Background: an optimization exercise with open tools, aiming at small area. Do not read the settings as production practice.
Function was checked by simulation only, so behaviour that the tests miss may differ from the original.
Power is estimated from default activity; no workload was simulated.

== job 4093 ==
==> flow/design.v (excerpt) <==
module box_office_top (
    input  logic        clk,
    input  logic        rst_n,
    input  logic        load_i,
    input  logic [45:0] load_data_i,
    input  logic [2:0]  press_i,
    input  logic [7:0]  switch_i,
    input  logic        pin_valid_i,
    input  logic [19:0] pin_i,
    input  logic        vip_member_i,
    input  logic [2:0]  vip_day_i,
    input  logic [19:0] vip_pin_i,
    input  logic [4:0]  vip_off_i,
    output logic [2:0]  state_o,
    output logic [45:0] movie_data_o,
    output logic        vip_ok_o,
    output logic [9:0]  price_o,
    output logic [5:0]  ticket_id_o,
    output logic        ticket_valid_o
);
Size in the first run: roughly 1300 cells after synthesis, roughly 180 I/O pins, roughly 19000 sq um of cells after synthesis.
export LEC_CHECK = 0
export CAP_MARGIN = 20
export CORE_MARGIN = 2
export CORE_UTILIZATION = 40
export SETUP_SLACK_MARGIN = -0.3
export SLEW_MARGIN = 20
create_clock -name core_clock -period 6.0 [get_ports {clk}]
standard.sh (not shown) runs the stock make flow with config.mk's settings and CLKGATE_MAP_FILE= SYNTH_SCRIPT=/design/flow/synth_recipe.tcl, a recipe that flattens the netlist after the stock synthesis.
==> flow/flow/run.sh <==
#!/bin/bash
# Own layout flow: the standard ORFS flow (standard.sh) with these changes:
#  - synthesis maps the logic with an area-oriented ABC script (flow/area.abc)
#    and leaves adders to ABC (ADDER_MAP_FILE empty); the registers and
#    everything before technology mapping are the standard synthesis's
#  - ports are buffered with sky130_fd_sc_hd__buf_1
#  - CTS clusters sinks more coarsely and inserts no dummy loads
# Tool output goes to flow_make.log here and to ORFS's logs under orfs/logs.
set -euo pipefail
W=$(pwd)

export BUFFER_PORTS_ARGS="-buffer_cell sky130_fd_sc_hd__buf_1"
export CTS_ARGS="-sink_clustering_enable -repair_clock_nets -dont_use_dummy_load -sink_clustering_size 16 -sink_clustering_max_diameter 150 -buf_list sky130_fd_sc_hd__clkbuf_8"

# ORFS synthesis with only the ABC script swapped
grep -q 'log_cmd abc {\*}$abc_args' "$FLOW_HOME/scripts/synth.tcl"
sed 's|log_cmd abc {\*}$abc_args|log_cmd abc {*}[lreplace $abc_args 0 1 -script '"$W"'/flow/area.abc]|' \
    "$FLOW_HOME/scripts/synth.tcl" > "$W/own_synth_body.tcl"
grep -q 'source $::env(SCRIPTS_DIR)/synth.tcl' synth_recipe.tcl
sed 's|source $::env(SCRIPTS_DIR)/synth.tcl|source '"$W"'/own_synth_body.tcl|' synth_recipe.tcl > "$W/own_synth.tcl"
grep -q 'SYNTH_SCRIPT=' standard.sh
sed -e 's|SYNTH_SCRIPT=[^ ]*|SYNTH_SCRIPT='"$W"'/own_synth.tcl ADDER_MAP_FILE=|' standard.sh > "$W/own_standard.sh"

bash "$W/own_standard.sh" > "$W/flow_make.log" 2>&1
==> flow/flow/area.abc <==
strash
dc2
dch -f
amap
strash
dch -f
amap
strash
dch -f
amap
topo
Job 4093 ended with every stage complete and zero timing, DRC or antenna violations.
Input changes introduced in job 7415 (baseline for comparison: job 4093):
- SETUP_SLACK_MARGIN: -0.3 -> unset
- SLEW_MARGIN: 20 -> 0
- CAP_MARGIN: 20 -> 0
## What came out
[compare] base=job 4093 new=job 7415: power moved up, post-DP HPWL moved down, first-pass detailed-route iteration total moved up.
Clock power: job 4093 vs job 7415, no meaningful difference
In the flow results for job 7415 and job 4093, the proportion of power drawn by combinational gates is smaller on job 4093.
Non-clock buffer count, job 7415 and job 4093, higher one = job 4093.
Looking only at final critical delay including setup and external delays, and setting everything else aside, the lower value of job 7415 and job 4093 goes to job 7415.
As far as synthesized cell count goes, job 4093 and job 7415 are indistinguishable; the numbers are identical.
Edits applied to the flow inputs when going from job 7415 to job 7080:
- changing SLEW_MARGIN from 0 to 20
- changing CAP_MARGIN from 0 to 20
-- flow/flow/run.sh --
<<< job 7415, line 11

export BUFFER_PORTS_ARGS="-buffer_cell sky130_fd_sc_hd__buf_1"
export CTS_ARGS="-sink_clustering_enable -repair_clock_nets -dont_use_dummy_load -sink_clustering_size 16 -sink_clustering_max_diameter 150 -buf_list sky130_fd_sc_hd__clkbuf_8"

# ORFS synthesis with only the ABC script swapped
>>> job 7080, line 11

export BUFFER_PORTS_ARGS="-buffer_cell sky130_fd_sc_hd__buf_1"
export CTS_ARGS="-sink_clustering_enable -repair_clock_nets -dont_use_dummy_load -sink_clustering_size 16 -sink_clustering_max_diameter 150 -buf_list {sky130_fd_sc_hd__clkbuf_4 sky130_fd_sc_hd__clkbuf_8}"

# ORFS synthesis with only the ABC script swapped
[summary]
Between job 7415 and job 7080, the total met2 wirelength after detailed routing does not differ in any meaningful way. Re area growth from synthesis to layout: no difference whatsoever between job 7415 and job 7080. Compared with job 7415, in job 7080 overall die width has remained practically unchanged, die area was more or less identical, via density per instance ~0 delta, total power closely matched the old numbers, post-route minimum period has remained practically unchanged. Any difference in clock skew between job 7080 and job 7415 is small enough to ignore. Job 7080 and job 7415 ended up with nearly the same routed length per instance. Via total after detailed routing: job 7080 vs job 7415 — no meaningful difference.
Modified inputs, job 4080 compared to job 7080
- CORE_UTILIZATION: 40 -> 55
- PLACE_DENSITY: unset -> 0.75
-- flow/flow/run.sh --
<<< job 7080, line 11

export BUFFER_PORTS_ARGS="-buffer_cell sky130_fd_sc_hd__buf_1"
export CTS_ARGS="-sink_clustering_enable -repair_clock_nets -dont_use_dummy_load -sink_clustering_size 16 -sink_clustering_max_diameter 150 -buf_list {sky130_fd_sc_hd__clkbuf_4 sky130_fd_sc_hd__clkbuf_8}"

# ORFS synthesis with only the ABC script swapped
>>> job 4080, line 11

export BUFFER_PORTS_ARGS="-buffer_cell sky130_fd_sc_hd__buf_1"
export CTS_ARGS="-sink_clustering_enable -repair_clock_nets -dont_use_dummy_load -sink_clustering_size 16 -sink_clustering_max_diameter 150 -buf_list sky130_fd_sc_hd__clkbuf_8"

# ORFS synthesis with only the ABC script swapped
Results
- Going from job 7080 to job 4080, placement row count shrinks by 12.
- Row global-route usage: job 4080 higher / job 7080 lower
- Worst setup slack was higher in the run labelled job 7080.
- From job 7080 to job 4080 the numbers moved as follows: die width went down by about 14%; total vias in the final route went up by 282; cell total after placement went down by about 7%; count of flip-flops with a built-in enable after synthesis was more or less identical.
- The peak supply drop of job 4080 exceeds that of job 7080 by 15%.
- For the global-route met3 utilization, job 4080 came in 1.1 points higher than job 7080 did.
The following lists how job 6519 was set up differently from job 4080:
- PLACE_DENSITY no longer set, was 0.75
- CORE_UTILIZATION now 40, was 55
### Flow results
Job 6519 and job 4080 all finish clean. Ratio of cells with drive above 1 in the final layout: job 6519 lower than job 4080. Job 4080 has higher count of plain and timing-repair buffers in the layout than job 6519. Taking job 4080 as the reference, in job 6519 multi-input gate share of total cell area went down 0.16 points; wire length of the first global-routing pass went up about 6%. Relative to job 4080, net switching power figure has increased by about 2.4% in job 6519. Met1 demand-to-capacity share in global routing (lower): job 6519. Diff job 4080 -> job 6519: via count normalized by instance count lower, via count of the first global-routing pass lower.

[afterwards: timing with drivers on the ports]
Ports are ideal in the flow. The routed layouts listed here were re-timed in OpenROAD.
Step 1 assumes that a clkbuf_16 drives the clock port and a buf_2 every other input.
Step 2 also shifts input and output timing later by t, the mid clock arrival at the registers, as if the neighbouring blocks saw the same clock.
Three values: ideal, step 1, step 2; two values: the first two.
| run | t (ns) | setup WS [ns] | hold slack, ns | worst register clock-pin slew, ns |
|---|---|---|---|---|
| job 4093 | 0.631 | 0.385 / 0.385 / 0.218 | 0.432 / 0.432 / 0.432 | 0.11 / 0.11 |
| job 7415 | 0.630 | 0.581 / 0.581 / 0.443 | 0.441 / 0.441 / 0.441 | 0.11 / 0.11 |
| job 7080 | 0.629 | 0.578 / 0.578 / 0.444 | 0.441 / 0.441 / 0.441 | 0.12 / 0.12 |
| job 4080 | 0.600 | 0.508 / 0.508 / 0.345 | 0.473 / 0.473 / 0.473 | 0.11 / 0.11 |
| job 6519 | 0.629 | 0.578 / 0.578 / 0.444 | 0.441 / 0.441 / 0.441 | 0.12 / 0.12 |
After both steps setup and hold are still met in every run listed. The setup slack of job 4093, which loses most, moves by 0.000 ns with the drivers and by -0.167 ns with both steps.
